This design comes from an exercise in tuning for small area and a short achievable clock period on the open sky130 flow, not from production work. The RTL was checked by simulation tests, not by an equivalence proof against the original design. Power and IR drop assume default switching activity. The clock port is modelled as an ideal driver; clocking choices that lean on that would not hold on a real chip.

`flow/run.sh`:
```
#!/bin/bash
# Own layout flow: the standard ORFS flow (standard.sh, standard synthesis
# unchanged) with a few layout settings changed:
#  - sizing may swap cells across footprints (so port buffers and other
#    cells can be replaced by faster or smaller ones),
#  - ports are buffered with buf_4 instead of the smallest buffer,
#  - CTS without dummy loads, with larger sink clusters (fewer leaf buffers).
# The make output goes to flow_make.log in the work folder; ORFS keeps each
# step's own log under orfs/logs/.
set -euo pipefail
bash standard.sh \
  MATCH_CELL_FOOTPRINT=0 \
  "BUFFER_PORTS_ARGS=-buffer_cell sky130_fd_sc_hd__buf_4" \
  "CTS_ARGS=-sink_clustering_enable -repair_clock_nets -dont_use_dummy_load -sink_clustering_size 25 -sink_clustering_max_diameter 80" \
  finish > flow_make.log 2>&1
```
`standard.sh`:
```
#!/bin/bash
# synth_recipe.tcl (not shown) runs the flow's synth.tcl, then flattens the netlist and writes it again
# the make line also repeats each setting of config.mk as NAME=value (left out here)
make -C /OpenROAD-flow-scripts/flow DESIGN_CONFIG=/design/flow/config.mk WORK_HOME=/design/flow/orfs CLKGATE_MAP_FILE= SYNTH_SCRIPT=/design/flow/synth_recipe.tcl "${@:-finish}"
```
`config.mk`:
```
export PLATFORM = sky130hd
export DESIGN_NAME = fetch_unit
export DESIGN_NICKNAME = fetch_unit
export VERILOG_FILES = /design/flow/design.v
export SDC_FILE = /design/flow/constraint.sdc
export NUM_CORES = 4
export LEC_CHECK = 0
export CAP_MARGIN = 20
export CORE_MARGIN = 2
export CORE_UTILIZATION = 60
export SETUP_SLACK_MARGIN = 1.9
export SLEW_MARGIN = 20
export SYNTH_HIERARCHICAL = 1
export SYNTH_MINIMUM_KEEP_SIZE = 0
```
`constraint.sdc`:
```
create_clock -name core_clock -period 4.1 [get_ports {clk}]
set_input_delay 0.8200 -clock core_clock [delete_from_list [all_inputs] [get_ports {clk}]]
set_output_delay 0.8200 -clock core_clock [all_outputs]
set_load 0.01 [all_outputs]
```
`design.v`:
```
package cpu_pkg;
  localparam int unsigned OPCODE_W = 4;
  localparam int unsigned IMM_W    = 4;
  localparam int unsigned INSTR_W  = OPCODE_W + IMM_W;
  localparam logic [OPCODE_W-1:0] HALT_OPCODE_DEFAULT = 4'hF;
  typedef enum logic [1:0] {
    ST_IDLE,
    ST_RUN,
    ST_DRAIN,
    ST_HALT
  } fetch_state_t;
endpackage
import cpu_pkg::*;
module instr_mem (
  input  logic                        clk,
  input  logic [255:0]                wsel,
  input  logic [255:0]                wsel_n,
  input  logic [cpu_pkg::INSTR_W-1:0] wcol,
  input  logic [31:0]                 rhi,
  input  logic [127:0]                rlo,
  output logic [cpu_pkg::INSTR_W-1:0] rdata_n
);
  localparam int unsigned W = cpu_pkg::INSTR_W;
  logic [256*W-1:0] cells_q;
  logic [256*W-1:0] cells_d;
  for (genvar r = 0; r < 256; r++) begin : g_row
    for (genvar b = 0; b < W; b++) begin : g_bit
      fu_o22ai u_wr (
        .a1 (cells_q[r*W+b]), .a2 (wsel[r]),
        .b1 (wsel_n[r]),      .b2 (wcol[b]),
        .y  (cells_d[r*W+b])
      );
    end
  end
  always_ff @(posedge clk) begin
    cells_q <= cells_d;
  end
  for (genvar b = 0; b < W; b++) begin : g_rd
    logic [31:0] l2;      
    logic [15:0] l3_n;    
    logic [7:0]  l4;
    logic [3:0]  l5_n;
    logic [1:0]  l6;
    for (genvar k = 0; k < 32; k++) begin : g_or8
      fu_or8 u_l2 (
        .s (rlo[(k/4)*16 + (k%2)*8 +: 8]),
        .d ({cells_q[(k*8+7)*W+b], cells_q[(k*8+6)*W+b], cells_q[(k*8+5)*W+b],
             cells_q[(k*8+4)*W+b], cells_q[(k*8+3)*W+b], cells_q[(k*8+2)*W+b],
             cells_q[(k*8+1)*W+b], cells_q[(k*8+0)*W+b]}),
        .y (l2[k])
      );
    end
    for (genvar k = 0; k < 16; k++) begin : g_l3
      fu_o21ai u_l3 (.a1 (l2[2*k]), .a2 (l2[2*k+1]), .b1 (rhi[(b/4)*16 + k]), .y (l3_n[k]));
    end
    for (genvar k = 0; k < 8; k++) begin : g_l4
      fu_nand2 u_l4 (.a (l3_n[2*k]), .b (l3_n[2*k+1]), .y (l4[k]));
    end
    for (genvar k = 0; k < 4; k++) begin : g_l5
      fu_nor2 u_l5 (.a (l4[2*k]), .b (l4[2*k+1]), .y (l5_n[k]));
    end
    for (genvar k = 0; k < 2; k++) begin : g_l6
      fu_nand2 u_l6 (.a (l5_n[2*k]), .b (l5_n[2*k+1]), .y (l6[k]));
    end
    fu_nor2 u_l7 (.a (l6[0]), .b (l6[1]), .y (rdata_n[b]));
  end
endmodule
module fu_o22ai (input logic a1, a2, b1, b2, output logic y);
  assign y = ~((a1 | a2) & (b1 | b2));
endmodule
module fu_or8 (input logic [7:0] s, input logic [7:0] d, output logic y);
  assign y = |(s & d);
endmodule
module fu_o21ai (input logic a1, a2, b1, output logic y);
  assign y = ~((a1 | a2) & b1);
endmodule
module fu_nand4 (input logic a, b, c, d, output logic y);
  assign y = ~(a & b & c & d);
endmodule
module fu_nor4 (input logic a, b, c, d, output logic y);
  assign y = ~(a | b | c | d);
endmodule
module fu_nand2 (input logic a, b, output logic y);
  assign y = ~(a & b);
endmodule
module fu_nor2 (input logic a, b, output logic y);
  assign y = ~(a | b);
endmodule
module fu_mux2 (input logic a0, a1, s, output logic y);
  assign y = s ? a1 : a0;
endmodule
module fu_reg16 (input logic clk, input logic [15:0] d, output logic [15:0] q);
  always_ff @(posedge clk) q <= d;
endmodule
import cpu_pkg::*;
module fetch_unit #(
  parameter int unsigned                   MEM_DEPTH   = 256,
  parameter logic [cpu_pkg::OPCODE_W-1:0]  HALT_OPCODE = cpu_pkg::HALT_OPCODE_DEFAULT
) (
  input  logic         clk,
  input  logic         rst_n,
  input  logic         start,
  input  logic         prog_we,
  input  logic [7:0]   prog_addr,
  input  logic [7:0]   prog_data,
  output logic [7:0]   instr_out,
  output logic         instr_valid,
  input  logic         instr_ready,
  input  logic         jump_en,
  input  logic [7:0]   jump_target,
  output logic [7:0]   pc_out,
  output logic         halted
);
  logic               active_q, active_d;
  logic               halt_q, halt_d;
  logic [7:0]         pc_q, pc_d;
  logic [31:0]        pc_hi_q;
  logic [15:0]        pc_hi_d;
  logic [127:0]       pc_lo_q;
  logic [15:0]        pc_lo_d;
  logic [INSTR_W-1:0] instr_q, instr_d;
  logic               valid_q, valid_d;
  logic               phase_q;
  logic [INSTR_W-1:0] mem_raw_n;
  logic               drain, loadable, we, restart, to_halt;
  logic               fetch, jump;
  logic [15:0]        whi_q, wlo_q;
  logic [INSTR_W-1:0] wdata_q;
  logic               byp_q;
  logic [255:0]       wsel, wsel_n;
  assign drain    = active_q && valid_q && (instr_q[INSTR_W-1 -: OPCODE_W] == HALT_OPCODE);
  assign loadable = !active_q;
  assign we       = prog_we && loadable;
  assign restart  = start && loadable;
  assign jump     = jump_en && active_q;
  assign fetch    = active_q && !drain && !jump_en && (!valid_q || instr_ready);
  assign to_halt  = drain && !jump_en && instr_ready;
  always_ff @(posedge clk) begin
    for (int i = 0; i < 16; i++) begin
      whi_q[i] <= we && (prog_addr[7:4] == i[3:0]);
      wlo_q[i] <= (prog_addr[3:0] == i[3:0]);
    end
    wdata_q <= prog_data;
    byp_q   <= we && (prog_addr == 8'd0);
  end
  always_comb begin
    for (int r = 0; r < 256; r++) begin
      wsel[r]   = whi_q[r/16] && wlo_q[r%16];
      wsel_n[r] = !(whi_q[r/16] && wlo_q[r%16]);
    end
  end
  always_ff @(posedge clk) begin
    phase_q <= !phase_q;
  end
  instr_mem u_mem (
    .clk     (clk),
    .wsel    (wsel),
    .wsel_n  (wsel_n),
    .wcol    (wdata_q ^ {INSTR_W{phase_q}}),
    .rhi     (pc_hi_q),
    .rlo     (pc_lo_q),
    .rdata_n (mem_raw_n)
  );
  always_ff @(posedge clk or negedge rst_n) begin
    if (!rst_n) begin
      active_q  <= 1'b0;
      halt_q    <= 1'b0;
      pc_q      <= '0;
      instr_q   <= '0;
      valid_q   <= 1'b0;
    end else begin
      active_q  <= active_d;
      halt_q    <= halt_d;
      pc_q      <= pc_d;
      instr_q   <= instr_d;
      valid_q   <= valid_d;
    end
  end
  fu_reg16 u_pc_hi0 (.clk (clk), .d (pc_hi_d), .q (pc_hi_q[15:0]));
  fu_reg16 u_pc_hi1 (.clk (clk), .d (pc_hi_d), .q (pc_hi_q[31:16]));
  fu_reg16 u_pc_lo0 (.clk (clk), .d (pc_lo_d), .q (pc_lo_q[15:0]));
  fu_reg16 u_pc_lo1 (.clk (clk), .d (pc_lo_d), .q (pc_lo_q[31:16]));
  fu_reg16 u_pc_lo2 (.clk (clk), .d (pc_lo_d), .q (pc_lo_q[47:32]));
  fu_reg16 u_pc_lo3 (.clk (clk), .d (pc_lo_d), .q (pc_lo_q[63:48]));
  fu_reg16 u_pc_lo4 (.clk (clk), .d (pc_lo_d), .q (pc_lo_q[79:64]));
  fu_reg16 u_pc_lo5 (.clk (clk), .d (pc_lo_d), .q (pc_lo_q[95:80]));
  fu_reg16 u_pc_lo6 (.clk (clk), .d (pc_lo_d), .q (pc_lo_q[111:96]));
  fu_reg16 u_pc_lo7 (.clk (clk), .d (pc_lo_d), .q (pc_lo_q[127:112]));
  assign active_d = restart || (active_q && !to_halt);
  assign halt_d   = (halt_q && !start) || to_halt;
  always_comb begin
    valid_d = valid_q;
    if (restart || jump) valid_d = 1'b0;
    else if (fetch) valid_d = 1'b1;
    else if (to_halt) valid_d = 1'b0;
  end
  always_comb begin
    pc_d    = pc_q;
    pc_hi_d = pc_hi_q[15:0];
    pc_lo_d = pc_lo_q[15:0];
    if (restart) begin
      pc_d    = '0;
      pc_hi_d = 16'h0001;
      pc_lo_d = 16'h0001;
    end else if (jump) begin
      pc_d = jump_target;
      for (int i = 0; i < 16; i++) begin
        pc_hi_d[i] = (jump_target[7:4] == i[3:0]);
        pc_lo_d[i] = (jump_target[3:0] == i[3:0]);
      end
    end else if (fetch) begin
      pc_d    = pc_q + 8'd1;
      pc_lo_d = {pc_lo_q[14:0], pc_lo_q[15]};
      if (pc_lo_q[15]) pc_hi_d = {pc_hi_q[14:0], pc_hi_q[15]};
    end
  end
  for (genvar b = 0; b < INSTR_W; b++) begin : g_instr
    fu_mux2 u_mux (
      .a0 (fetch ? (byp_q ? wdata_q[b] : !phase_q) : instr_q[b]),
      .a1 (fetch ? (byp_q ? wdata_q[b] : phase_q)  : instr_q[b]),
      .s  (mem_raw_n[b]),
      .y  (instr_d[b])
    );
  end
  assign instr_out   = instr_q;
  assign instr_valid = valid_q;
  assign pc_out      = pc_q;
  assign halted      = halt_q;
endmodule
```
==> notes.md, run 1 <==
Route
The average wire per standard cell is 28.89 um. The total wire length is 246400 um. The number of iterations in the first detailed-routing pass is 6. The total number of vias is 62930. The detailed-route vias per instance is 7.379. For this run, design rule violations remaining after detail routing come to 0. The remaining antenna violation count is 0. The count of routing violations after the opening detailed-route iteration is 8300.

Synth
The number of enable flip-flop cells after synthesis is 0. The post-synthesis instance area is 72940 um^2. The net count of the mapped netlist is 6784. The count of mapped cells out of synthesis is 6753. For this run, the register share of the synthesized area comes to 0.6241. After synthesis, the netlist uses 51 different library cells. After synthesis, the mean cell area works out to 10.80 um^2. After synthesis the netlist holds a flip-flop and latch count of 2269. For this run, asynchronously set or reset flops after synthesis account for 0.008374. The main flop type after synthesis is sky130_fd_sc_hd__dfxtp_1. The synthesis warning total is 9.

Worst setup path
In this run the worst path has a maximum fanout of 16. The critical path is of the register to register type. The number of cell instances on the worst register-to-register path is 8. The critical path goes through a22oi_1 -> nand4_1 -> o21ai_1 -> nand2_1 -> nor2_1 -> nand2_1 -> nor2_1 -> mux2_4.

The category of the worst setup path capture point is a register. The cell family contributing the most delay on the critical path is simple AND/OR/NAND/NOR gates. The setup slack of the most critical reg-to-reg path is 1.74 ns. The critical register-to-register path startpoint is u_pc_lo1.q[8]$_DFF_P_.

The required time of the worst setup path is 4.69 ns. Among all stages on the critical path, the largest delay is contributed by sky130_fd_sc_hd__dfxtp_4. The count of buffering cells on the critical path with inverters included is 0.

The data arrival time of the critical path is 2.95 ns. The critical path's largest stage delay is 0.44 ns. The startpoint class of the critical path is a register. The endpoint identified for the worst register-to-register timing path is instr_q[0]$_DFF_PN0_.

Timing
The smallest clock period supported by the final layout is computed as 2.364 ns. The minimum hold slack is 0.2172 ns. The portion of the clock cycle consumed by the worst path in the final layout is 0.5766.

Setup repair after global routing could not meet its margin everywhere. For the final database, setup skew stands at 0.06770 ns. The max-slew violation total from the final report came to 0. Once routing completed, OpenROAD measured the worst setup slack at 1.736 ns. In this run the tightest slew margin relative to its limit is 0.2700.

The final number of setup-violating endpoints is 0. The transition time of the tightest slew-check pin is 1.093 ns. The total negative slack is 0 ns.

The hold violation total from the final report is 0. The maximum clock rate is 423.0 MHz.

Clock network
The sink count of the clock tree is 2269. The maximum clock path buffer count is 3. Clock tree synthesis inserted a total of 103 buffers. The tree is rooted in a sky130_fd_sc_hd__clkbuf_16.

The clock tree from TritonCTS is yes. After clock tree synthesis, the clock-pin slew on the worst setup and hold paths is 0.09 ns. The level count of the clock H-tree is 3. The clock reaches the later pin of the worst-skew pair after 0.74 ns.

Hold path
The tightest min-delay check is of the input pin to register type. Along the worst hold path, the cell count comes to 1. In this run the most critical hold path is launched from prog_data[7]. The path with the worst hold slack has its endpoint at wdata_q[7]$_DFF_P_.

Global routing
The number of antenna violations at the first check in global routing was 20. The pin count of the biggest net entering global routing is 139. The total overflow left after global routing is 0. The via count of the first global-routing pass is 57180. The met3 layer usage reported by global route is 0.06655.

The first global-routing pass estimated 364000 um of wire. The global-route usage over all layers is 0.3766. After global routing, the most crowded layer is met2. The met1 global-route usage is 0.5350. The met2 track demand over resource in global routing is 0.5565.

Power and ir drop
The internal power summed over all cells is 33.21 mW. The portion of total power attributed to the clock network is 0.218. The switching share of power is 0.3503. The static power due to leakage is 31.42 nW.

The total net switching power is 17.91 mW. The total power consumption of the routed design is 51.12 mW. The relative contribution of combinational cells to total power is 0.258. The total power divided by cell area is 638.4 nW/um^2. The worst-case IR drop observed on VDD is 0.4570 mV. The part of the total power dissipated in sequential elements is 0.524.

Place
The worst setup slack before clock tree synthesis is 0.9861 ns. After legalization and detailed placement, the total HPWL measured 158000 um. The placer's final routability congestion estimate is 0.9204.

The number of placed cells counting well taps is 8370. The placed cell area is 75800 um^2. The number of buffers inserted by port buffering is 47.

Cells and area
The synthesis-to-finish area growth is 9.797%. The finished layout holds 8529 standard cells, fillers aside. With fillers left out, the area of the finished cells amounts to 80080 um^2. The combined area of the multi-input logic cells is 27050 um^2. The sequential cells in the finished layout cover a total of 45860 um^2. The register name with the most flops is u_mem.cells_q. In the layout the commonest cells are sky130_fd_sc_hd__dfxtp_1 (2112), sky130_fd_sc_hd__o22ai_1 (2048), sky130_fd_sc_hd__a22oi_1 (954), sky130_fd_sc_hd__nand2_1 (354), sky130_fd_sc_hd__inv_1 (262). The final cell utilization of the core is 0.6657. The register with the most flip-flops in the layout has 2048 of them. The most frequent standard cell in the layout excluding fill and tap cells is sky130_fd_sc_hd__dfxtp_1.

Counting the fill cells in the layout gives 9485. The share of post-route cells with drive strength above 1 is 0.08886. The number of nets in the finished design is 6943.

Job
The tool flagged a number of max-cap violations equal to 0.

Floorplan
In this run the core area contains 127 standard-cell rows. The area of the die is 124400 um^2. From bottom edge to top edge, the die measures 352.7 um. The I/O pin total is 48. The die is 352.7 um wide.

The area of the core is 120300 um^2. For this configuration, the core starts out at a cell density of 0.6063.

Status
The run finished with no timing, DRC or antenna violations.
[how the worst max path moves through the flow]
| stage | from | end | slack (ns) | depth (start not counted) |
|---|---|---|---|---|
| 2_1_floorplan | phase_q$_DFF_P_ | u_mem.cells_q[1002]$_DFF_P_ | 0.08 | 3 |
| 3_3_place_gp | instr_ready | u_pc_lo5.q[14]$_DFF_P_ | 0.95 | 7 |
| 3_5_place_dp | jump_en | u_pc_lo5.q[0]$_DFF_P_ | 0.99 | 5 |
| 4_1_cts | u_pc_lo5.q[8]$_DFF_P_ | instr_q[0]$_DFF_PN0_ | 1.76 | 8 |
| 5_1_grt | u_pc_lo7.q[10]$_DFF_P_ | instr_q[1]$_DFF_PN0_ | 1.76 | 10 |
| 6_report | u_pc_lo1.q[8]$_DFF_P_ | instr_q[0]$_DFF_PN0_ | 1.74 | 8 |
[modules after synthesis (local to each module, per instance)]
module	area, um^2	cells	flops+latches	times used
fu_o21ai	5.005	1	0	128
fu_nand2	3.754	1	0	80
fu_reg16	320.3	16	16	10
fu_mux2	15.01	1	0	8
fu_o22ai	6.256	1	0	2048
fetch_unit	5421	961	61	1
fu_or8	36.28	5	0	256
fu_nor2	3.754	1	0	40
instr_mem	41000	2048	2048	1
[cells by family after synthesis]
kind of cell	share of synthesized area
xor+xnor	0.001081
mux	0.001921
compound gates	0.2997
fa+ha+maj	0.0001715
flops	0.6241
simple gates	0.05381
buf+inv	0.01918
[power by group through the flow]
stage	combinational [mW]	clock (mW)	sequential, mW
after global routing	13.5	12.0	26.9
after global placement	11.5	0	26.9
final	13.2	11.2	26.8
after CTS	12.3	11.2	26.6
after floorplan	6.90	0	25.6
after detailed placement	11.5	0	27.0
[worst reg2reg max path, cell delays in order (launching register included)]
cell and delay [ns]:
sky130_fd_sc_hd__dfxtp_4 0.44, sky130_fd_sc_hd__a22oi_1 0.33, sky130_fd_sc_hd__nand4_1 0.21, sky130_fd_sc_hd__o21ai_1 0.26, sky130_fd_sc_hd__nand2_1 0.22, sky130_fd_sc_hd__nor2_1 0.24, sky130_fd_sc_hd__nand2_1 0.09, sky130_fd_sc_hd__nor2_1 0.13
sky130_fd_sc_hd__mux2_4 0.30
[layout make-up]
| cell class | count | share of cell area |
|---|---|---|
| well taps | 1612 | 0.02519 |
| inverters | 263 | 0.01237 |
| repair buffers | 151 | 0.01964 |
| diodes | 7 | 0.0002187 |
| multi-input cells | 4124 | 0.3378 |
| clock buffers | 103 | 0.03219 |
| flip-flops and latches | 2269 | 0.5726 |
[metal layers]
layer	part of all wire	wire length, um
met4	0.055	13610
met1	0.41	101700
met5	0.00050	123
met2	0.43	106700
met3	0.098	24250
[Yosys cell counts (all sizes together), types with 3 or more instances]
cell type	number	area, um^2
a21oi	3	18.77
a22oi	1026	7702
a2bb2oi	14	122.6
a311o	8	80.08
a311oi	15	131.4
and3	7	43.79
buf	17	111.4
clkbuf	80	300.3
dfrtp	19	475.5
dfxtp	2250	45040
inv	262	983.4
mux2	8	120.1
nand2	382	1434
nand2b	14	87.58
nand3	13	65.06
nand4	260	1642
nor2	68	255.2
nor3	40	210.2
nor4	20	125.1
o211ai	8	60.06
o21ai	146	730.7
o221ai	8	70.07
o22ai	2048	12810
o311ai	3	26.28
o31ai	3	22.52
xor2	9	78.83
[what timing repair did]
item / CTS / global route
hold endpoints to repair: 13 / 0
endpoints found under the setup margin: 1046 / 162
setup buffers: 31 / 17
pin swaps: 51 / 55
gates resized for setup: 284 / 114
hold buffers: 1 / 0
==> run 2: changes to the inputs <==
--- a/config.mk
+++ b/config.mk
@@ -8,7 +8,7 @@
 export CAP_MARGIN = 20
 export CORE_MARGIN = 2
 export CORE_UTILIZATION = 60
-export SETUP_SLACK_MARGIN = 1.9
+export SETUP_SLACK_MARGIN = 2.0
 export SLEW_MARGIN = 20
 export SYNTH_HIERARCHICAL = 1
 export SYNTH_MINIMUM_KEEP_SIZE = 0
==> notes.md, run 2 <==
Status
Status: finished clean (unchanged).

Floorplan
The I/O pin total is 48 (unchanged). The area of the die is 124400 um^2 (unchanged). The die outline width is 352.7 um (unchanged).

The die extent in y is 352.7 um (unchanged). The area of the core is 120300 um^2 (unchanged). The effective utilization at floorplan is 0.6063 (unchanged). The placement row count came to 127 (unchanged).

Place
The placer's final routability congestion estimate is 0.9204 (unchanged). The worst setup slack before clock tree synthesis is 0.9861 ns (unchanged). The number of buffers inserted by port buffering is 47 (unchanged).

The final HPWL from detailed placement is 158000 um (unchanged).

Cells and area
The register name with the most flops is u_mem.cells_q (unchanged). The synthesis-to-finish area growth is 10.93% (was 9.797%). The final cell utilization of the core was 0.6726 (was 0.6657). The share of post-route cells with drive strength above 1 is 0.1053 (was 0.08886). The most frequent standard cell in the layout excluding fill and tap cells is sky130_fd_sc_hd__dfxtp_1 (unchanged). The number of nets in the finished design is 6985 (was 6943). Commonest cells after routing, fill and taps aside: sky130_fd_sc_hd__dfxtp_1 (2105), sky130_fd_sc_hd__o22ai_1 (2048), sky130_fd_sc_hd__a22oi_1 (912), sky130_fd_sc_hd__nand2_1 (349), sky130_fd_sc_hd__inv_1 (262) (was sky130_fd_sc_hd__dfxtp_1 (2112), sky130_fd_sc_hd__o22ai_1 (2048), sky130_fd_sc_hd__a22oi_1 (954), sky130_fd_sc_hd__nand2_1 (354), sky130_fd_sc_hd__inv_1 (262)). The number of flip-flops under the largest register name is 2048 (unchanged).

Hold path
The start point of the worst hold path is prog_data[7] (unchanged). The worst hold path cell count was 1 (unchanged). The type of the tightest min-delay check is input pin to register (unchanged). The endpoint with the worst hold slack is wdata_q[7]$_DFF_P_ (unchanged).

Synth
The count of mapped cells out of synthesis is 6753 (unchanged). Largest cells by area after synthesis: sky130_fd_sc_hd__dfxtp_1 (62%), sky130_fd_sc_hd__o22ai_1 (18%), sky130_fd_sc_hd__a22oi_1 (11%) (unchanged). The main flop type after synthesis is sky130_fd_sc_hd__dfxtp_1 (unchanged). The number of synthesized register bits came to 2269 (unchanged). The synthesis warning total is 9 (unchanged).

The net count of the mapped netlist is 6784 (unchanged). The share of async-settable or async-resettable flops after synthesis is 0.008374 (unchanged). The cell with the most instances after synthesis is sky130_fd_sc_hd__dfxtp_1 (unchanged). The mean instance size in the synthesized netlist is 10.80 um^2 (unchanged). Top cells by instance count after synthesis: sky130_fd_sc_hd__dfxtp_1 (2250), sky130_fd_sc_hd__o22ai_1 (2048), sky130_fd_sc_hd__a22oi_1 (1026), sky130_fd_sc_hd__nand2_1 (382), sky130_fd_sc_hd__inv_1 (262) (unchanged). The area share of the leading cell type in the synthesized netlist is 0.6176 (unchanged). The distinct cell type count after synthesis is 51 (unchanged). The post-synthesis instance area is 72940 um^2 (unchanged).

The number of enable flip-flop cells after synthesis is 0 (unchanged). The largest area contributor in the synthesized netlist is sky130_fd_sc_hd__dfxtp_1 (unchanged). The sequential share of the synthesized area is 0.6241 (unchanged).

Timing
The final number of setup-violating endpoints is 0 (unchanged). The maximum clock rate is 439.4 MHz (was 423.0 MHz). RSZ-0062 raised after global routing: yes (unchanged).

The minimum clock period after layout came to 2.276 ns (was 2.364 ns). The worst slew slack as a fraction of its limit is 0.3093 (was 0.2700). The max-slew violation total from the final report is 0 (unchanged). The minimum setup slack in the final design is 1.824 ns (was 1.736 ns). The portion of the clock cycle consumed by the worst path in the final layout is 0.5551 (was 0.5766). The total negative slack is 0 ns (unchanged).

The hold violation total from the final report is 0 (unchanged). The worst setup skew after layout is 0.06452 ns (was 0.06770 ns). The transition time of the tightest slew-check pin was 1.036 ns (was 1.093 ns).

Global routing
The number of antenna violations at the first check in global routing is 20 (unchanged). The pin count of the biggest net entering global routing is 139 (unchanged). The global-route usage over all layers came to 0.3795 (was 0.3766). The wire length of the first global-routing pass is 366900 um (was 364000 um). The via count of the first global-routing pass is 57500 (was 57180). The remaining global-route overflow is 0 (unchanged).

Route
The detailed-route vias per instance is 7.366 (was 7.379). The average wire per standard cell is 28.98 um (was 28.89 um). The total wire length is 248400 um (was 246400 um).

The number of iterations in the first detailed-routing pass is 8 (was 6). The post-detailed-route DRC marker count was 0 (unchanged). The total number of vias is 63140 (was 62930). The count of routing violations after the opening detailed-route iteration came to 8603 (was 8300). The remaining antenna violation count is 0 (unchanged).

Power and ir drop
The total power consumption of the routed design is 51.83 mW (was 51.12 mW). The total power divided by cell area came to 640.6 nW/um^2 (was 638.4 nW/um^2). The static power due to leakage was 31.74 nW (was 31.42 nW). The maximum resistive drop on vdd is 0.4647 mV (was 0.4570 mV).

Worst setup path
The critical register-to-register path startpoint is u_pc_lo0.q[1]$_DFF_P_ (was u_pc_lo1.q[8]$_DFF_P_). The endpoint of the worst-slack reg-to-reg timing path was instr_q[6]$_DFF_PN0_ (was instr_q[0]$_DFF_PN0_). The critical path's largest stage delay is 0.45 ns (was 0.44 ns). The start-to-end type of the worst setup path is register to register (unchanged). The number of cell instances on the worst register-to-register path is 8 (unchanged). The data arrival time of the critical path is 2.87 ns (was 2.95 ns). The category of the worst setup path capture point is a register (unchanged). The cell with the largest stage delay on the worst path is sky130_fd_sc_hd__dfxtp_4 (unchanged). The library cell appearing most often on the critical path is sky130_fd_sc_hd__nand2_1.

The highest net fanout along the worst path came to 18 (was 16). Crit-path cells: a22oi_1 -> nand4_1 -> o21ai_1 -> nand2_1 -> nor2_2 -> nand2_1 -> nor2_4 -> mux2_4 (was a22oi_1 -> nand4_1 -> o21ai_1 -> nand2_1 -> nor2_1 -> nand2_1 -> nor2_1 -> mux2_4). The total number of cells along the worst setup path is 8 (unchanged). The cell family contributing the most delay on the critical path is simple AND/OR/NAND/NOR gates (unchanged). The startpoint class of the critical path is a register (unchanged). The required time of the worst setup path is 4.69 ns (about the same). The setup slack of the most critical reg-to-reg path came to 1.82 ns (was 1.74 ns). The count of buffering cells on the critical path with inverters included is 0 (unchanged).

Clock network
The clock tree from TritonCTS is yes (unchanged). The sink count of the clock tree is 2269 (unchanged). The maximum clock path buffer count is 3 (unchanged). The clock-pin slew on the worst setup and hold paths is 0.10 ns (was 0.09 ns). The level count of the clock H-tree came to 3 (unchanged). The clock insertion delay at the later pin of the skew report came to 0.74 ns (about the same). The number of buffers added by the clock tree synthesis step is 103 (unchanged). The root buffer selected by CTS is sky130_fd_sc_hd__clkbuf_16 (unchanged).

Job
The total of max-cap violations is 0 (unchanged).
-- run 2: power by group --
| group | internal (mW) | switching [mW] |
|---|---|---|
| combinational | 5.41 | 8.47 |
| clock | 4.49 | 6.68 |
| sequential | 23.7 | 3.13 |
| total | 33.6 | 18.3 |
-- run 2: layer usage --
metal / share of wire / track usage
met2: 0.43 / 0.5636
met4: 0.053 / 0.1782
met3: 0.10 / 0.06763
met5: 0.00061 / 0
met1: 0.41 / 0.5380
-- run 2: timing repair --
item | CTS | global route
buffers inserted | 64 | 24
hold buffers | 1 | 0
hold endpoints to repair | 13 | 0
gates cloned | 1 | 1
pin swaps | 106 | 106
setup endpoints to repair | 1963 | 243
resized for setup | 438 | 79
-- run 2: logic make-up (layout without fill, tap and decap cells) --
kind of cell | after synthesis | count (layout) | share of synthesized area
compound gates | 3291 | 3292 | 0.2997
flops | 2269 | 2269 | 0.6241
simple gates | 813 | 813 | 0.05381
buf+inv | 360 | 558 | 0.01918
mux | 10 | 10 | 0.001921
xor+xnor | 9 | 9 | 0.001081
fa+ha+maj | 1 | 1 | 0.0001715
other cells | 0 | 8 | 0
-- run 2: stage by stage --
stage / area (um^2) / hold WS, ns / cells
after floorplan: 73100 / 0.4221 / 6753
after global placement: 75780 / 0.4289 / 8370
after detailed placement: 75800 / 0.4373 / 8370
after CTS: 80370 / 0.1835 / 8539
after global routing: 80900 / 0.1820 / 8567
final: 80910 / 0.2148 / 8572
-- run 2: worst max path at each step --
stage,startpoint,endpoint,slack (ns)
floorplan,phase_q$_DFF_P_,u_mem.cells_q[1002]$_DFF_P_,0.08
global placement,instr_ready,u_pc_lo5.q[14]$_DFF_P_,0.95
detailed placement,jump_en,u_pc_lo5.q[0]$_DFF_P_,0.99
CTS,u_pc_lo1.q[8]$_DFF_P_,instr_q[2]$_DFF_PN0_,1.82
global route,u_pc_lo7.q[13]$_DFF_P_,instr_q[1]$_DFF_PN0_,1.81
finish,u_pc_lo0.q[1]$_DFF_P_,instr_q[6]$_DFF_PN0_,1.82
-- run 2: per-module statistics from Yosys, one instance, submodules excluded --
module | flops+latches | area, um^2 | copies in the design
fetch_unit | 61 | 5421 | 1
fu_mux2 | 0 | 15.01 | 8
fu_nand2 | 0 | 3.754 | 80
fu_nor2 | 0 | 3.754 | 40
fu_o21ai | 0 | 5.005 | 128
fu_o22ai | 0 | 6.256 | 2048
fu_or8 | 0 | 36.28 | 256
fu_reg16 | 16 | 320.3 | 10
instr_mem | 2048 | 41000 | 1
-- run 2: final cells by class --
cell class / count / area (um^2)
Fill cell: 9406 / 39380
Tap cell: 1612 / 2017
Timing Repair Buffer: 192 / 1994
Antenna cell: 8 / 20.02
Inverter: 263 / 991.0
Multi-Input combinational cell: 4125 / 27430
Sequential cell: 2269 / 45880
Clock buffer: 103 / 2577
==> run 3: changes to the inputs <==
--- a/design.v
+++ b/design.v
@@ -86,8 +86,8 @@
 module fu_nor2 (input logic a, b, output logic y);
   assign y = ~(a | b);
 endmodule
-module fu_mux2 (input logic a0, a1, s, output logic y);
-  assign y = s ? a1 : a0;
+module fu_mux2i (input logic a0, a1, s, output logic y);
+  assign y = ~(s ? a1 : a0);
 endmodule
 module fu_reg16 (input logic clk, input logic [15:0] d, output logic [15:0] q);
   always_ff @(posedge clk) q <= d;
@@ -215,9 +215,9 @@
     end
   end
   for (genvar b = 0; b < INSTR_W; b++) begin : g_instr
-    fu_mux2 u_mux (
-      .a0 (fetch ? (byp_q ? wdata_q[b] : !phase_q) : instr_q[b]),
-      .a1 (fetch ? (byp_q ? wdata_q[b] : phase_q)  : instr_q[b]),
+    fu_mux2i u_mux (
+      .a0 (!(fetch ? (byp_q ? wdata_q[b] : !phase_q) : instr_q[b])),
+      .a1 (!(fetch ? (byp_q ? wdata_q[b] : phase_q)  : instr_q[b])),
       .s  (mem_raw_n[b]),
       .y  (instr_d[b])
     );
==> notes.md, run 3 <==
Synth
The share of async-settable or async-resettable flops after synthesis is 0.008374 (unchanged). The largest area contributor in the synthesized netlist was sky130_fd_sc_hd__dfxtp_1 (unchanged). The mean instance size in the synthesized netlist is 10.82 um^2 (was 10.80 um^2).

The area share of the leading cell type in the synthesized netlist came to 0.6183 (was 0.6176). Largest cells by area after synthesis: sky130_fd_sc_hd__dfxtp_1 (62%), sky130_fd_sc_hd__o22ai_1 (18%), sky130_fd_sc_hd__a22oi_1 (11%) (unchanged). The main flop type after synthesis is sky130_fd_sc_hd__dfxtp_1 (unchanged). The cell with the most instances after synthesis is sky130_fd_sc_hd__dfxtp_1 (unchanged).

The post-synthesis instance area is 72840 um^2 (was 72940 um^2). The distinct cell type count after synthesis is 51 (unchanged). The sequential share of the synthesized area is 0.6249 (was 0.6241). The net count of the mapped netlist is 6762 (was 6784). The number of synthesized register bits came to 2269 (unchanged). The largest family of logic cells by synthesized area is compound AO/OA/AOI/OAI gates (unchanged).

The share of synthesized cell area in full adder, half adder and majority cells was 0.0001718 (was 0.0001715). The synthesis warning total is 9 (unchanged). Top cells by instance count after synthesis: sky130_fd_sc_hd__dfxtp_1 (2250), sky130_fd_sc_hd__o22ai_1 (2062), sky130_fd_sc_hd__a22oi_1 (1026), sky130_fd_sc_hd__nand2_1 (369), sky130_fd_sc_hd__inv_1 (261) (was sky130_fd_sc_hd__dfxtp_1 (2250), sky130_fd_sc_hd__o22ai_1 (2048), sky130_fd_sc_hd__a22oi_1 (1026), sky130_fd_sc_hd__nand2_1 (382), sky130_fd_sc_hd__inv_1 (262)). The simple-gate area share of the yosys netlist is 0.05186 (was 0.05381). The post-synthesis xor/xnor area fraction is 0.0009619 (was 0.001081). The mux contribution to synthesized area is 0.001512 (was 0.001921). The post-synthesis compound-gate area fraction is 0.3017 (was 0.2997). The number of enable flip-flop cells after synthesis is 0 (unchanged). The count of mapped cells out of synthesis is 6731 (was 6753).

Route
The remaining antenna violation count came to 0 (unchanged). The average wire per standard cell came to 29.19 um (was 28.98 um). The post-detailed-route DRC marker count came to 0 (unchanged). The total wire length is 248800 um (was 248400 um). The number of iterations in the first detailed-routing pass is 8 (unchanged). The detailed-route vias per instance was 7.416 (was 7.366). The total number of vias is 63220 (was 63140). The count of routing violations after the opening detailed-route iteration is 9166 (was 8603).

Power and ir drop
The total power divided by cell area came to 635.5 nW/um^2 (was 640.6 nW/um^2). The portion of total power attributed to the clock network is 0.218 (was 0.215). The switching share of power is 0.3495 (was 0.3527). The static power due to leakage is 31.46 nW (was 31.74 nW). The total net switching power is 17.79 mW (was 18.28 mW).

The internal power summed over all cells is 33.10 mW (was 33.55 mW). The relative contribution of combinational cells to total power is 0.254 (was 0.268). The part of the total power dissipated in sequential elements is 0.528 (was 0.517). The maximum resistive drop on vdd is 0.4772 mV (was 0.4647 mV).

Timing
The minimum clock period after layout is 2.223 ns (was 2.276 ns). The total negative slack is 0 ns (unchanged). RSZ-0062 raised after global routing: yes (unchanged).

The final number of setup-violating endpoints is 0 (unchanged). The worst slew slack as a fraction of its limit was 0.3769 (was 0.3093). The max-slew violation total from the final report is 0 (unchanged). The maximum clock rate is 449.9 MHz (was 439.4 MHz). The transition time of the tightest slew-check pin is 0.9333 ns (was 1.036 ns).

The hold violation total from the final report came to 0 (unchanged). The portion of the clock cycle consumed by the worst path in the final layout is 0.5422 (was 0.5551). The worst setup skew after layout is 0.05413 ns (was 0.06452 ns).

Global routing
The number of antenna violations at the first check in global routing is 17 (was 20). The wire length of the first global-routing pass is 367200 um (was 366900 um). The global-route usage over all layers is 0.3810 (was 0.3795). The via count of the first global-routing pass is 57530 (was 57500). The pin count of the biggest net entering global routing is 139 (unchanged). The remaining global-route overflow is 0 (unchanged).

Floorplan
The area of the die is 124200 um^2 (was 124400 um^2). The die outline width was 352.4 um (was 352.7 um). The die extent in y is 352.4 um (was 352.7 um). The I/O pin total was 48 (unchanged). The area of the core was 120100 um^2 (was 120300 um^2). The effective utilization at floorplan is 0.6064 (was 0.6063). The placement row count came to 127 (unchanged).

Clock network
The clock insertion delay at the later pin of the skew report is 0.74 ns (about the same). The level count of the clock H-tree came to 3 (unchanged). The root buffer selected by CTS is sky130_fd_sc_hd__clkbuf_16 (unchanged). The sink count of the clock tree is 2269 (unchanged). The clock tree from TritonCTS was yes (unchanged).

The clock-pin slew on the worst setup and hold paths is 0.09 ns (was 0.10 ns). The number of buffers added by the clock tree synthesis step is 102 (was 103). The maximum clock path buffer count is 3 (unchanged).

Worst setup path
The cell family contributing the most delay on the critical path is flip-flops (was simple AND/OR/NAND/NOR gates). The required time of the worst setup path is 3.28 ns (was 4.69 ns). The category of the worst setup path capture point is an output pin (was register).

The setup slack of the most critical reg-to-reg path is 1.89 ns (was 1.82 ns). The highest net fanout along the worst path is 2 (was 18). The startpoint class of the critical path is a register (unchanged). The count of buffering cells on the critical path with inverters included is 1 (was 0). The cell with the largest stage delay on the worst path is sky130_fd_sc_hd__dfrtp_2 (was sky130_fd_sc_hd__dfxtp_4). The data arrival time of the critical path is 1.40 ns (was 2.87 ns). Crit-path cells: buf_6 (was a22oi_1 -> nand4_1 -> o21ai_1 -> nand2_1 -> nor2_2 -> nand2_1 -> nor2_4 -> mux2_4). The start-to-end type of the worst setup path is register to output pin (was register to register). The critical path's largest stage delay is 0.50 ns (was 0.45 ns).

Job
The total of max-cap violations came to 0 (unchanged).

Cells and area
The combined area of the multi-input logic cells is 26890 um^2 (was 27430 um^2). The number of flip-flops under the largest register name was 2048 (unchanged). The synthesis-to-finish area growth came to 9.924% (was 10.93%).

The final standard cell count with taps included and fillers excluded is 8524 (was 8572). The most frequent standard cell in the layout excluding fill and tap cells is sky130_fd_sc_hd__dfxtp_1 (unchanged). Commonest cells after routing, fill and taps aside: sky130_fd_sc_hd__dfxtp_1 (2106), sky130_fd_sc_hd__o22ai_1 (2062), sky130_fd_sc_hd__a22oi_1 (963), sky130_fd_sc_hd__nand2_1 (361), sky130_fd_sc_hd__inv_1 (261) (was sky130_fd_sc_hd__dfxtp_1 (2105), sky130_fd_sc_hd__o22ai_1 (2048), sky130_fd_sc_hd__a22oi_1 (912), sky130_fd_sc_hd__nand2_1 (349), sky130_fd_sc_hd__inv_1 (262)). The register name with the most flops was u_mem.cells_q (unchanged). The fill cell total of the finished layout is 9645 (was 9406).

The share of post-route cells with drive strength above 1 is 0.08365 (was 0.1053). The design area was 80070 um^2 (was 80910 um^2). The number of nets in the finished design is 6931 (was 6985). The combined flip-flop and latch cell area is 45850 um^2 (was 45880 um^2).

Place
The number of placed cells counting well taps was 8349 (was 8370). The placer's final routability congestion estimate was 0.9500 (was 0.9204). The placed cell area is 75870 um^2 (was 75800 um^2). The final HPWL from detailed placement is 158300 um (was 158000 um). The number of buffers inserted by port buffering is 47 (unchanged).

Status
Status: finished clean (unchanged).

Hold path
The type of the tightest min-delay check is input pin to register (unchanged).
## run 3: cell count changes after synthesis, sizes merged, moves of 7 or more
cell	change
a21oi	+9
a2bb2oi	-14
a31oi	+7
and2	+8
mux2	-8
mux2i	+9
nand2	-13
nand3	+22
nor3	-29
nor4	-17
o22ai	+14
## run 3: final cells by class
cell class / count / area share
timing repair buffer: 156 / 0.02188
multi-input combinational: 4110 / 0.3358
antenna: 14 / 0.0004375
inverter: 261 / 0.01223
tap: 1612 / 0.02519
sequential: 2269 / 0.5726
clock buffer: 102 / 0.03188
## run 3: metal layers
| metal | up-vias | global-route usage | wire [um] |
|---|---|---|---|
| li1 | 27670 | - | - |
| met1 | 31320 | 0.5626 | 104000 |
| met2 | 3679 | 0.5403 | 104600 |
| met3 | 540 | 0.08781 | 30090 |
| met4 | 12 | 0.1452 | 10040 |
| met5 | - | 0 | 65 |
## run 3: what timing repair did
item                                     CTS  global route
gates resized for setup                  202           155
pin swaps                                 10            13
hold buffers                               1             0
cloned                                     2             2
endpoints found under the setup margin  2169           199
buffers inserted                          48             6
endpoints found under the hold margin     19             0
## run 3: stage by stage
step | setup slack, ns | util | hold WS, ns | power, mW
2_1_floorplan | 0.06701 | - | 0.4221 | 32.43
3_3_place_gp | 0.6686 | 0.6311 | 0.4293 | 38.29
3_5_place_dp | 1.083 | 0.6316 | 0.4374 | 38.42
4_1_cts | 1.872 | 0.6608 | 0.1559 | 49.74
5_1_grt | 1.857 | 0.6663 | 0.1610 | 52.26
6_report | 1.877 | 0.6666 | 0.1823 | 50.88
## run 3: worst paths after layout
kind	start	to	cells after the start
max reg2reg	u_pc_lo4.q[5]$_DFF_P_	instr_q[7]$_DFF_PN0_	8
min in group asynchronous	rst_n	halt_q$_DFF_PN0_	2
min	prog_data[2]	wdata_q[2]$_DFF_P_	1
max in group asynchronous	rst_n	active_q$_DFF_PN0_	2
min reg2reg	u_mem.cells_q[1952]$_DFF_P_	u_mem.cells_q[1952]$_DFF_P_	1
max	instr_q[1]$_DFF_PN0_	instr_out[1]	1
## run 3: per-module statistics from Yosys (local to each module, per instance)
module | copies in the design | flops+latches | area, um^2
fu_reg16 | 10 | 16 | 320.3
fu_mux2i | 8 | 0 | 10.01
fu_or8 | 256 | 0 | 36.28
fu_nand2 | 80 | 0 | 3.754
instr_mem | 1 | 2048 | 41000
fu_o21ai | 128 | 0 | 5.005
fu_o22ai | 2048 | 0 | 6.256
fetch_unit | 1 | 61 | 5370
fu_nor2 | 40 | 0 | 3.754
## run 3: power groups by stage
stage / Combinational, mW / Clock, mW / Sequential [mW]
final: 12.9 / 11.1 / 26.9
after global routing: 13.4 / 11.9 / 27.0
after CTS: 12.0 / 11.2 / 26.5
after detailed placement: 11.4 / 0 / 27.0
after global placement: 11.3 / 0 / 27.0
after floorplan: 6.95 / 0 / 25.5
## run 3: kinds of logic after synthesis
logic type      count (synthesis)
compound gates               3304
xor+xnor                        8
fa+ha+maj                       1
buf+inv                       354
flops                        2269
mux                            11
simple gates                  784
==> run 4: changes to the inputs <==
--- a/flow/run.sh
+++ b/flow/run.sh
@@ -11,5 +11,5 @@
 bash standard.sh \
   MATCH_CELL_FOOTPRINT=0 \
   "BUFFER_PORTS_ARGS=-buffer_cell sky130_fd_sc_hd__buf_4" \
-  "CTS_ARGS=-sink_clustering_enable -repair_clock_nets -dont_use_dummy_load -sink_clustering_size 25 -sink_clustering_max_diameter 80" \
+  "CTS_ARGS=-sink_clustering_enable -repair_clock_nets -dont_use_dummy_load -sink_clustering_size 30 -sink_clustering_max_diameter 90" \
   finish > flow_make.log 2>&1
==> notes.md, run 4 <==
Power and ir drop
The total power divided by cell area is 628.2 nW/um^2 (was 635.5 nW/um^2). The maximum resistive drop on vdd is 0.4302 mV (was 0.4772 mV). The static power due to leakage was 31.30 nW (was 31.46 nW).

Cells and area
The number of nets in the finished design is 6919 (was 6931). The synthesis-to-finish area growth is 9.485% (was 9.924%). Commonest cells after routing, fill and taps aside: sky130_fd_sc_hd__dfxtp_1 (2106), sky130_fd_sc_hd__o22ai_1 (2062), sky130_fd_sc_hd__a22oi_1 (971), sky130_fd_sc_hd__nand2_1 (359), sky130_fd_sc_hd__inv_1 (261) (was sky130_fd_sc_hd__dfxtp_1 (2106), sky130_fd_sc_hd__o22ai_1 (2062), sky130_fd_sc_hd__a22oi_1 (963), sky130_fd_sc_hd__nand2_1 (361), sky130_fd_sc_hd__inv_1 (261)).

The share of post-route cells with drive strength above 1 is 0.08147 (was 0.08365). The register name with the most flops is u_mem.cells_q (unchanged). The number of flip-flops under the largest register name was 2048 (unchanged). The most frequent standard cell in the layout excluding fill and tap cells is sky130_fd_sc_hd__dfxtp_1 (unchanged).

Synth
The share of async-settable or async-resettable flops after synthesis is 0.008374 (unchanged). The main flop type after synthesis is sky130_fd_sc_hd__dfxtp_1 (unchanged). The sequential share of the synthesized area is 0.6249 (unchanged). The area share of the leading cell type in the synthesized netlist is 0.6183 (unchanged). The post-synthesis instance area came to 72840 um^2 (unchanged).

The synthesis warning total is 9 (unchanged). Largest cells by area after synthesis: sky130_fd_sc_hd__dfxtp_1 (62%), sky130_fd_sc_hd__o22ai_1 (18%), sky130_fd_sc_hd__a22oi_1 (11%) (unchanged). The count of mapped cells out of synthesis came to 6731 (unchanged). The number of synthesized register bits came to 2269 (unchanged). The number of enable flip-flop cells after synthesis was 0 (unchanged). Top cells by instance count after synthesis: sky130_fd_sc_hd__dfxtp_1 (2250), sky130_fd_sc_hd__o22ai_1 (2062), sky130_fd_sc_hd__a22oi_1 (1026), sky130_fd_sc_hd__nand2_1 (369), sky130_fd_sc_hd__inv_1 (261) (unchanged).

The net count of the mapped netlist is 6762 (unchanged). The distinct cell type count after synthesis is 51 (unchanged). The largest area contributor in the synthesized netlist was sky130_fd_sc_hd__dfxtp_1 (unchanged). The mean instance size in the synthesized netlist is 10.82 um^2 (unchanged). The cell with the most instances after synthesis is sky130_fd_sc_hd__dfxtp_1 (unchanged).

Worst setup path
The launch point of the critical path is instr_q[3]$_DFF_PN0_ (was instr_q[1]$_DFF_PN0_). The cell family contributing the most delay on the critical path is flip-flops (unchanged). The critical path's largest stage delay is 0.51 ns (was 0.50 ns). The required time of the worst setup path is 3.28 ns (about the same).

The startpoint class of the critical path is a register (unchanged). The highest net fanout along the worst path is 2 (unchanged). The data arrival time of the critical path is 1.39 ns (was 1.40 ns). The critical register-to-register path startpoint was u_pc_lo1.q[11]$_DFF_P_ (was u_pc_lo4.q[5]$_DFF_P_). The category of the worst setup path capture point was an output pin (unchanged). The cell with the largest stage delay on the worst path was sky130_fd_sc_hd__dfrtp_2 (unchanged). Crit-path cells: buf_6 (unchanged). The start-to-end type of the worst setup path was register to output pin (unchanged). The count of buffering cells on the critical path with inverters included is 1 (unchanged).

Route
The post-detailed-route DRC marker count came to 0 (unchanged). The total number of vias came to 63140 (was 63220). The number of iterations in the first detailed-routing pass is 6 (was 8). The detailed-route vias per instance came to 7.421 (was 7.416). The remaining antenna violation count is 0 (unchanged). The count of routing violations after the opening detailed-route iteration came to 8940 (was 9166). The average wire per standard cell is 29.29 um (was 29.19 um).

The total wire length is 249200 um (was 248800 um).

Floorplan
The die extent in y is 352.4 um (unchanged). The placement row count came to 127 (unchanged). The area of the die came to 124200 um^2 (unchanged). The effective utilization at floorplan is 0.6064 (unchanged). The area of the core came to 120100 um^2 (unchanged).

The die outline width came to 352.4 um (unchanged). The I/O pin total is 48 (unchanged).

Global routing
The remaining global-route overflow is 0 (unchanged). The global-route usage over all layers was 0.3806 (was 0.3810). The pin count of the biggest net entering global routing is 139 (unchanged). The wire length of the first global-routing pass was 367000 um (was 367200 um). The via count of the first global-routing pass is 57280 (was 57530).

The number of antenna violations at the first check in global routing is 18 (was 17).

Job
The total of max-cap violations is 0 (unchanged).

Timing
The worst slew slack as a fraction of its limit is 0.3907 (was 0.3769). The final number of setup-violating endpoints is 0 (unchanged). The minimum clock period after layout came to 2.207 ns (was 2.223 ns). The total negative slack is 0 ns (unchanged). The max-slew violation total from the final report is 0 (unchanged). The maximum clock rate is 453.2 MHz (was 449.9 MHz). The transition time of the tightest slew-check pin is 0.9127 ns (was 0.9333 ns). The minimum hold slack was 0.1845 ns (was 0.1823 ns).

The portion of the clock cycle consumed by the worst path in the final layout is 0.5382 (was 0.5422). The worst setup skew after layout came to 0.03753 ns (was 0.05413 ns). The hold violation total from the final report came to 0 (unchanged). RSZ-0062 raised after global routing: yes (unchanged).

Clock network
The maximum clock path buffer count was 3 (unchanged). The sink count of the clock tree is 2269 (unchanged). The clock-pin slew on the worst setup and hold paths came to 0.11 ns (was 0.09 ns). The root buffer selected by CTS is sky130_fd_sc_hd__clkbuf_16 (unchanged). The clock insertion delay at the later pin of the skew report is 0.73 ns (was 0.74 ns). The level count of the clock H-tree came to 3 (unchanged).

The clock tree from TritonCTS is yes (unchanged). The number of buffers added by the clock tree synthesis step came to 85 (was 102).

Place
The final HPWL from detailed placement is 158300 um (unchanged). The number of buffers inserted by port buffering is 47 (unchanged). The placer's final routability congestion estimate is 0.9500 (unchanged).

Hold path
The type of the tightest min-delay check is input pin to register (unchanged). The start point of the worst hold path is prog_data[2] (unchanged).

Status
Status: finished clean (unchanged).
-- run 4: cell families after synthesis --
| logic type | count (synthesis) | share of synthesized area |
|---|---|---|
| and+or+nand+nor | 784 | 0.05186 |
| AOI/OAI and AO/OA | 3304 | 0.3017 |
| xor gates and xnor gates | 8 | 0.0009619 |
| buffers and inverters | 354 | 0.01895 |
| muxes | 11 | 0.001512 |
| adders and majority gates | 1 | 0.0001717 |
| DFF | 2269 | 0.6249 |
-- run 4: metal layers --
layer / global-route usage / up-vias / routed length [um]
li1: - / 27620 / -
met1: 0.5649 / 31410 / 104900
met2: 0.5433 / 3548 / 105000
met3: 0.08191 / 549 / 29410
met4: 0.1393 / 18 / 9708
met5: 0 / - / 99
-- run 4: cell type report --
| class | instances | area [um^2] |
|---|---|---|
| Sequential cell | 2269 | 45850 |
| Fill cell | 9714 | 40380 |
| Multi-Input combinational cell | 4110 | 26890 |
| Clock buffer | 85 | 2127 |
| Tap cell | 1612 | 2017 |
| Timing Repair Buffer | 161 | 1858 |
| Inverter | 261 | 979.7 |
| Antenna cell | 11 | 27.53 |
-- run 4: stage by stage --
step,util,area (um^2),worst slack (ns),total power [mW],std cells
after floorplan,-,73010,0.06701,32.43,6731
after global placement,0.6311,75810,0.6686,38.29,8347
after detailed placement,0.6316,75870,1.083,38.42,8349
after CTS,0.6577,79010,1.886,48.92,8482
final,0.6639,79750,1.893,50.10,8509
after global routing,0.6637,79730,1.878,51.49,8500
-- run 4: what timing repair did --
action	4_1_cts	5_1_grt
pin swaps	11	17
gates resized for setup	216	141
hold buffers	1	0
buffers inserted	45	14
endpoints found under the hold margin	15	0
gates cloned	2	2
setup endpoints to repair	2148	215
-- run 4: power by group --
group          switching [mW]  internal [mW]  total (mW)
Clock                    6.49           3.76        10.2
Combinational            7.82           5.19        13.0
Sequential               3.33           23.5        26.8
-- run 4: worst paths after layout --
path                                              end  slack, ns  depth (start not counted)
setup / recovery                         instr_out[3]       1.89                          1
hold / removal                     wdata_q[2]$_DFF_P_       0.18                          1
setup reg to reg                 instr_q[6]$_DFF_PN0_       1.91                          9
hold reg to reg            u_mem.cells_q[365]$_DFF_P_       0.45                          1
max in group asynchronous        instr_q[1]$_DFF_PN0_       3.25                          2
min in group asynchronous         pc_q[4]$_DFFE_PN0P_       0.54                          2
-- run 4: Yosys stat by module, one instance, submodules excluded, excerpt --
module      times used  flops+latches  area [um^2]
fetch_unit           1             61         5370
fu_or8             256              0        36.28
instr_mem            1           2048        41000
fu_o22ai          2048              0        6.256
fu_o21ai           128              0        5.005
fu_nor2             40              0        3.754
fu_nand2            80              0        3.754

==> re-timing with driven ports <==
The results above use ideal ports. As a check the final layouts listed here were re-extracted and re-timed, cells and wires unchanged. Step 1 (the two cells are an assumption about what drives the block):
set clk [get_ports {clk}]
set_driving_cell -lib_cell sky130_fd_sc_hd__clkbuf_16 $clk
set_driving_cell -lib_cell sky130_fd_sc_hd__buf_2 [delete_from_list [all_inputs] $clk]
Step 2 moves the port delays by t, midway between the first and last clock arrival at a register: inputs arrive t later, outputs are due t later. That takes back most of the time a late clock gives input paths. a / b / c = ideal ports / drivers / drivers and shift; a / b = the first two.
run | t, ns | setup slack, ns | hold slack, ns | latest minus earliest clock arrival (ns)
run 1 | 0.786 | 1.736 / 1.736 / 1.234 | 0.217 / 0.165 / 0.447 | 0.072 / 0.072
run 2 | 0.788 | 1.824 / 1.824 / 1.252 | 0.215 / 0.162 / 0.448 | 0.067 / 0.067
run 3 | 0.799 | 1.877 / 1.797 / 1.259 | 0.182 / 0.128 / 0.445 | 0.064 / 0.064
run 4 | 0.789 | 1.893 / 1.814 / 1.291 | 0.184 / 0.130 / 0.448 | 0.042 / 0.042
After both steps every run listed still meets setup and hold. The setup slack of run 3, which loses most, moves by -0.080 ns with the drivers and by -0.618 ns with both steps.
